Source: an optimization exercise on an open RTL-to-GDS flow (aim: small area and a short achievable clock period). Production flows keep margins and buffers that such runs may drop. RTL that was checked went through simulation tests only; none was proved equivalent to the original.

==> v16 <==
Design lj_pair_top, start of the top module:
module lj_pair_top (
	input  logic                                   clk,
	input  logic                                   rst_n,
	input  logic                                   pair_valid,
	input  logic                                   pair_last,
	input  logic [3*lj_pkg::CELL_ID_WIDTH-1:0]     home_cell,
	input  logic [3*lj_pkg::CELL_ID_WIDTH-1:0]     nbr_cell,
	input  logic [3*lj_pkg::CELL_POS_WIDTH-1:0]    home_pos,
	input  logic [3*lj_pkg::CELL_POS_WIDTH-1:0]    nbr_pos,
	output logic                                   force_valid,
	output logic signed [lj_pkg::ACC_WIDTH-1:0]    force_x,
	output logic signed [lj_pkg::ACC_WIDTH-1:0]    force_y,
	output logic signed [lj_pkg::ACC_WIDTH-1:0]    force_z,
	output logic [lj_pkg::COUNT_WIDTH-1:0]         pair_count
);
export LEC_CHECK = 0
export CAP_MARGIN = 20
export CORE_MARGIN = 2
export CORE_UTILIZATION = 60
export SETUP_SLACK_MARGIN = 5
export SLEW_MARGIN = 20
create_clock -name core_clock -period 9.5 [get_ports {clk}]
run.sh (not shown) runs the stock make flow with config.mk's settings and CLKGATE_MAP_FILE= SYNTH_SCRIPT=/design/flow/synth_recipe.tcl, a recipe that flattens the netlist after the stock synthesis.
==> v32 (differences from v16) <==
--- a/flow/design.v
+++ b/flow/design.v
@@ -38,15 +38,15 @@
 		endcase
 	end
 	assign dp     = {1'b0, np} - {1'b0, hp};
 	assign dp_neg = dp[6];
 	assign dp_pos = ~dp[6] & (dp[5:0] != 6'd0);
 	assign neg    = dn | (~up & dp_neg);
 	assign ok     = up ? dp_neg : (dn ? dp_pos : 1'b1);
-	assign mag    = neg ? (hp - np) : dp[5:0];
+	assign mag    = (dp[5:0] ^ {6{neg}}) + {5'd0, neg};
 endmodule
 module lj_sumsq (
 	input  logic [5:0]  a,
 	input  logic [5:0]  b,
 	input  logic [5:0]  c,
 	output logic [13:0] ra,      
 	output logic [13:0] rb
@@ -992,29 +992,29 @@
 `timescale 1ns/1ns
 `default_nettype none
 import lj_pkg::*;
 module force_accumulate (
 	input  logic                                clk,
 	input  logic                                clr,
 	input  logic                                s,
-	input  logic                                cin,      
-	input  logic [lj_pkg::QH_WIDTH-1:0]         x,        
+	input  logic                                lz,       
+	input  logic [lj_pkg::QH_WIDTH-1:0]         qh,       
 	output logic [lj_pkg::ACC_WIDTH-1:0]        acc
 );
 	localparam int HW = ACC_WIDTH - QH_WIDTH;        
 	logic [ACC_WIDTH-1:0]         base;
 	logic [QH_WIDTH+1:0]          lo;              
 	logic                         c;
 	logic                         inc;
 	logic                         dec;
 	logic [HW-1:0]                hi;
 	logic [HW:0]                  all1;            
 	logic [HW:0]                  all0;            
 	assign base = clr ? '0 : acc;
-	assign lo   = {1'b0, base[QH_WIDTH-1:0], 1'b1} + {1'b0, x, cin};
+	assign lo   = {1'b0, base[QH_WIDTH-1:0], 1'b1} + {1'b0, qh ^ {QH_WIDTH{s}}, s & lz};
 	assign c    = lo[QH_WIDTH+1];
 	assign inc  = c & ~s;
 	assign dec  = s & ~c;
 	assign hi   = base[ACC_WIDTH-1:QH_WIDTH];
 	assign all1[0] = 1'b1;
 	assign all0[0] = 1'b1;
 	genvar i;
@@ -1127,62 +1127,56 @@
 		end
 	end
 	always_ff @(posedge clk) begin
 		s3    <= neg2 ^ {3{csign}};
 		cmag3 <= cmag;
 		mag3  <= mag2;
 	end
-	logic [3*QW-1:0]   x3;
-	logic [2:0]        cin3;
+	logic [3*QW-1:0]   qh3;
+	logic [2:0]        lz3;
 	generate
 		for (a = 0; a < 3; a++) begin : g_mul
 			logic [PROD_WIDTH-1:0] q;
 			lj_mul mul_i (.c(cmag3), .m(mag3[a*MW +: MW]), .q(q));
-			assign x3[a*QW +: QW] = q[PROD_WIDTH-1:FORCE_SHIFT] ^ {QW{s3[a]}};
-			assign cin3[a]        = s3[a] & (q[FORCE_SHIFT-1:0] == '0);
+			assign qh3[a*QW +: QW] = q[PROD_WIDTH-1:FORCE_SHIFT];
+			assign lz3[a]          = (q[FORCE_SHIFT-1:0] == '0);
 		end
 	endgenerate
 	logic              en4, last4;
 	logic [2:0]        s4;
-	logic [2:0]        cin4;
-	logic [3*QW-1:0]   x4;
+	logic [2:0]        lz4;
+	logic [3*QW-1:0]   qh4;
 	always_ff @(posedge clk or negedge rst_n) begin
 		if (!rst_n) begin
 			en4   <= 1'b0;
 			last4 <= 1'b0;
 		end else begin
 			en4   <= en3;
 			last4 <= last3;
 		end
 	end
 	always_ff @(posedge clk) begin
-		s4   <= s3;
-		cin4 <= cin3;
-		x4   <= x3;
+		s4  <= s3;
+		lz4 <= lz3;
+		qh4 <= qh3;
 	end
-	logic              clr_x, clr_y, clr_z, clr_n;    
+	logic              clr;
 	always_ff @(posedge clk or negedge rst_n) begin
 		if (!rst_n) begin
 			force_valid <= 1'b0;
-			clr_x       <= 1'b1;
-			clr_y       <= 1'b1;
-			clr_z       <= 1'b1;
-			clr_n       <= 1'b1;
+			clr         <= 1'b1;
 		end else begin
 			force_valid <= last4;
-			clr_x       <= last4 | (clr_x & ~en4);
-			clr_y       <= last4 | (clr_y & ~en4);
-			clr_z       <= last4 | (clr_z & ~en4);
-			clr_n       <= last4 | (clr_n & ~en4);
+			clr         <= last4 | (clr & ~en4);
 		end
 	end
-	force_accumulate acc_x (.clk(clk), .clr(clr_x), .s(s4[2]), .cin(cin4[2]),
-		.x(x4[2*QW +: QW]), .acc(force_x));
-	force_accumulate acc_y (.clk(clk), .clr(clr_y), .s(s4[1]), .cin(cin4[1]),
-		.x(x4[QW +: QW]), .acc(force_y));
-	force_accumulate acc_z (.clk(clk), .clr(clr_z), .s(s4[0]), .cin(cin4[0]),
-		.x(x4[0 +: QW]), .acc(force_z));
+	force_accumulate acc_x (.clk(clk), .clr(clr), .s(s4[2]), .lz(lz4[2]),
+		.qh(qh4[2*QW +: QW]), .acc(force_x));
+	force_accumulate acc_y (.clk(clk), .clr(clr), .s(s4[1]), .lz(lz4[1]),
+		.qh(qh4[QW +: QW]), .acc(force_y));
+	force_accumulate acc_z (.clk(clk), .clr(clr), .s(s4[0]), .lz(lz4[0]),
+		.qh(qh4[0 +: QW]), .acc(force_z));
 	always_ff @(posedge clk) begin
-		pair_count <= (clr_n ? '0 : pair_count) + {{(COUNT_WIDTH-1){1'b0}}, en4};
+		pair_count <= (clr ? '0 : pair_count) + {{(COUNT_WIDTH-1){1'b0}}, en4};
 	end
 endmodule
 `default_nettype wire
==> flow/config.mk (replaced) <==
export PLATFORM = sky130hd
export DESIGN_NAME = lj_pair_top
export DESIGN_NICKNAME = lj_pair_top
export VERILOG_FILES = /design/flow/design.v
export SDC_FILE = /design/flow/constraint.sdc
export NUM_CORES = 4
export LEC_CHECK = 0
export CAP_MARGIN = 20
export CORE_MARGIN = 2
export CORE_UTILIZATION = 40
export CTS_BUF_LIST = sky130_fd_sc_hd__clkbuf_4 sky130_fd_sc_hd__clkbuf_8
export SETUP_SLACK_MARGIN = 5
export SLEW_MARGIN = 20
==> v5 (differences from v16) <==
==> flow/config.mk (replaced) <==
export PLATFORM = sky130hd
export DESIGN_NAME = lj_pair_top
export DESIGN_NICKNAME = lj_pair_top
export VERILOG_FILES = /design/flow/design.v
export SDC_FILE = /design/flow/constraint.sdc
export NUM_CORES = 4
export LEC_CHECK = 0
export CAP_MARGIN = 20
export CORE_MARGIN = 2
export CORE_UTILIZATION = 40
export SETUP_SLACK_MARGIN = 5
export SLEW_MARGIN = 20
==> v2 (differences from v16) <==
--- a/flow/design.v
+++ b/flow/design.v
@@ -38,15 +38,15 @@
 		endcase
 	end
 	assign dp     = {1'b0, np} - {1'b0, hp};
 	assign dp_neg = dp[6];
 	assign dp_pos = ~dp[6] & (dp[5:0] != 6'd0);
 	assign neg    = dn | (~up & dp_neg);
 	assign ok     = up ? dp_neg : (dn ? dp_pos : 1'b1);
-	assign mag    = neg ? (hp - np) : dp[5:0];
+	assign mag    = (dp[5:0] ^ {6{neg}}) + {5'd0, neg};
 endmodule
 module lj_sumsq (
 	input  logic [5:0]  a,
 	input  logic [5:0]  b,
 	input  logic [5:0]  c,
 	output logic [13:0] ra,      
 	output logic [13:0] rb
@@ -992,29 +992,29 @@
 `timescale 1ns/1ns
 `default_nettype none
 import lj_pkg::*;
 module force_accumulate (
 	input  logic                                clk,
 	input  logic                                clr,
 	input  logic                                s,
-	input  logic                                cin,      
-	input  logic [lj_pkg::QH_WIDTH-1:0]         x,        
+	input  logic                                lz,       
+	input  logic [lj_pkg::QH_WIDTH-1:0]         qh,       
 	output logic [lj_pkg::ACC_WIDTH-1:0]        acc
 );
 	localparam int HW = ACC_WIDTH - QH_WIDTH;        
 	logic [ACC_WIDTH-1:0]         base;
 	logic [QH_WIDTH+1:0]          lo;              
 	logic                         c;
 	logic                         inc;
 	logic                         dec;
 	logic [HW-1:0]                hi;
 	logic [HW:0]                  all1;            
 	logic [HW:0]                  all0;            
 	assign base = clr ? '0 : acc;
-	assign lo   = {1'b0, base[QH_WIDTH-1:0], 1'b1} + {1'b0, x, cin};
+	assign lo   = {1'b0, base[QH_WIDTH-1:0], 1'b1} + {1'b0, qh ^ {QH_WIDTH{s}}, s & lz};
 	assign c    = lo[QH_WIDTH+1];
 	assign inc  = c & ~s;
 	assign dec  = s & ~c;
 	assign hi   = base[ACC_WIDTH-1:QH_WIDTH];
 	assign all1[0] = 1'b1;
 	assign all0[0] = 1'b1;
 	genvar i;
@@ -1127,62 +1127,56 @@
 		end
 	end
 	always_ff @(posedge clk) begin
 		s3    <= neg2 ^ {3{csign}};
 		cmag3 <= cmag;
 		mag3  <= mag2;
 	end
-	logic [3*QW-1:0]   x3;
-	logic [2:0]        cin3;
+	logic [3*QW-1:0]   qh3;
+	logic [2:0]        lz3;
 	generate
 		for (a = 0; a < 3; a++) begin : g_mul
 			logic [PROD_WIDTH-1:0] q;
 			lj_mul mul_i (.c(cmag3), .m(mag3[a*MW +: MW]), .q(q));
-			assign x3[a*QW +: QW] = q[PROD_WIDTH-1:FORCE_SHIFT] ^ {QW{s3[a]}};
-			assign cin3[a]        = s3[a] & (q[FORCE_SHIFT-1:0] == '0);
+			assign qh3[a*QW +: QW] = q[PROD_WIDTH-1:FORCE_SHIFT];
+			assign lz3[a]          = (q[FORCE_SHIFT-1:0] == '0);
 		end
 	endgenerate
 	logic              en4, last4;
 	logic [2:0]        s4;
-	logic [2:0]        cin4;
-	logic [3*QW-1:0]   x4;
+	logic [2:0]        lz4;
+	logic [3*QW-1:0]   qh4;
 	always_ff @(posedge clk or negedge rst_n) begin
 		if (!rst_n) begin
 			en4   <= 1'b0;
 			last4 <= 1'b0;
 		end else begin
 			en4   <= en3;
 			last4 <= last3;
 		end
 	end
 	always_ff @(posedge clk) begin
-		s4   <= s3;
-		cin4 <= cin3;
-		x4   <= x3;
+		s4  <= s3;
+		lz4 <= lz3;
+		qh4 <= qh3;
 	end
-	logic              clr_x, clr_y, clr_z, clr_n;    
+	logic              clr;
 	always_ff @(posedge clk or negedge rst_n) begin
 		if (!rst_n) begin
 			force_valid <= 1'b0;
-			clr_x       <= 1'b1;
-			clr_y       <= 1'b1;
-			clr_z       <= 1'b1;
-			clr_n       <= 1'b1;
+			clr         <= 1'b1;
 		end else begin
 			force_valid <= last4;
-			clr_x       <= last4 | (clr_x & ~en4);
-			clr_y       <= last4 | (clr_y & ~en4);
-			clr_z       <= last4 | (clr_z & ~en4);
-			clr_n       <= last4 | (clr_n & ~en4);
+			clr         <= last4 | (clr & ~en4);
 		end
 	end
-	force_accumulate acc_x (.clk(clk), .clr(clr_x), .s(s4[2]), .cin(cin4[2]),
-		.x(x4[2*QW +: QW]), .acc(force_x));
-	force_accumulate acc_y (.clk(clk), .clr(clr_y), .s(s4[1]), .cin(cin4[1]),
-		.x(x4[QW +: QW]), .acc(force_y));
-	force_accumulate acc_z (.clk(clk), .clr(clr_z), .s(s4[0]), .cin(cin4[0]),
-		.x(x4[0 +: QW]), .acc(force_z));
+	force_accumulate acc_x (.clk(clk), .clr(clr), .s(s4[2]), .lz(lz4[2]),
+		.qh(qh4[2*QW +: QW]), .acc(force_x));
+	force_accumulate acc_y (.clk(clk), .clr(clr), .s(s4[1]), .lz(lz4[1]),
+		.qh(qh4[QW +: QW]), .acc(force_y));
+	force_accumulate acc_z (.clk(clk), .clr(clr), .s(s4[0]), .lz(lz4[0]),
+		.qh(qh4[0 +: QW]), .acc(force_z));
 	always_ff @(posedge clk) begin
-		pair_count <= (clr_n ? '0 : pair_count) + {{(COUNT_WIDTH-1){1'b0}}, en4};
+		pair_count <= (clr ? '0 : pair_count) + {{(COUNT_WIDTH-1){1'b0}}, en4};
 	end
 endmodule
 `default_nettype wire
==> flow/config.mk (replaced) <==
export PLATFORM = sky130hd
export DESIGN_NAME = lj_pair_top
export DESIGN_NICKNAME = lj_pair_top
export VERILOG_FILES = /design/flow/design.v
export SDC_FILE = /design/flow/constraint.sdc
export NUM_CORES = 4
export LEC_CHECK = 0
export CAP_MARGIN = 20
export CORE_MARGIN = 2
export CORE_UTILIZATION = 40
export SLEW_MARGIN = 20
==> summary.txt <==
The run finished with no timing, DRC or antenna violations. The fraction of final layout cells sized beyond drive strength 1 was 7.82%. The ratio of final minimum period to clock period was 45.7%.

Tracing the worst setup path back leads to its startpoint at nbr_pos[12]. Of all nets on the critical path, the largest fanout is 6. In the routed layout, each cell is associated on average with a via count of 5.26.
That was v5.
==> summary.txt <==
Dividing the final minimum period by the clock period gives 46.4%. In this run, placement finished with an instance count of 3,448. The run finished with no timing, DRC or antenna violations. The largest fanout on the critical path was 5.

The tree is rooted in a sky130_fd_sc_hd__clkbuf_8. The worst setup slack after placement is 3.81 ns, and the via-per-instance ratio is 5.28. Via count of the first global-routing pass: 19.2k.
That was v32.
==> summary.txt <==
The start point of the critical path is s4[1]. The flow ran to the end and the layout has no timing, DRC or antenna violations. The multiplexer share of the synthesized area was 1.13%; the via-per-instance ratio was 5.27. Along the worst path, the maximum fanout reaches 18. The fraction of final layout cells sized beyond drive strength 1 is 4.58%, and the ratio of final minimum period to clock period is 58.1%.
That was v2.
==> summary.txt <==
The flow ran to the end and the layout has no timing, DRC or antenna violations. Tracing the worst setup path back leads to its startpoint at clr_z. The fraction of final layout cells sized beyond drive strength 1 works out to 7.13%. After layout, the worst path uses 45.6% of the clock period.
That was v16.
No functional check of the RTL was part of v16 and v5.

[separate check: timing with driven ports]
Ports are ideal in the flow. The routed layouts listed here were re-timed in OpenROAD. Step 1 (the two cells are an assumption about what drives the block):
set clk [get_ports {clk}]
set_driving_cell -lib_cell sky130_fd_sc_hd__clkbuf_16 $clk
set_driving_cell -lib_cell sky130_fd_sc_hd__buf_2 [delete_from_list [all_inputs] $clk]
Step 2 also shifts input and output timing later by t, the mid clock arrival at the registers, as if the neighbouring blocks saw the same clock. Slacks: ideal / step 1 / step 2; pairs: ideal / step 1.
run	t (ns)	setup slack, ns	clock arrival spread, ns	worst register clock-pin slew, ns
v16	0.625	5.164 / 5.164 / 4.596	0.030 / 0.029	0.06 / 0.06
v32	0.667	5.092 / 5.119 / 4.452	0.035 / 0.036	0.08 / 0.08
v5	0.642	5.156 / 5.191 / 4.549	0.021 / 0.020	0.07 / 0.07
v2	0.593	3.985 / 3.985 / 3.985	0.018 / 0.018	0.07 / 0.07
After both steps setup and hold are still met in every run listed. For v32, which loses most, drivers alone change the setup slack by +0.027 ns; drivers and shift together by -0.640 ns.
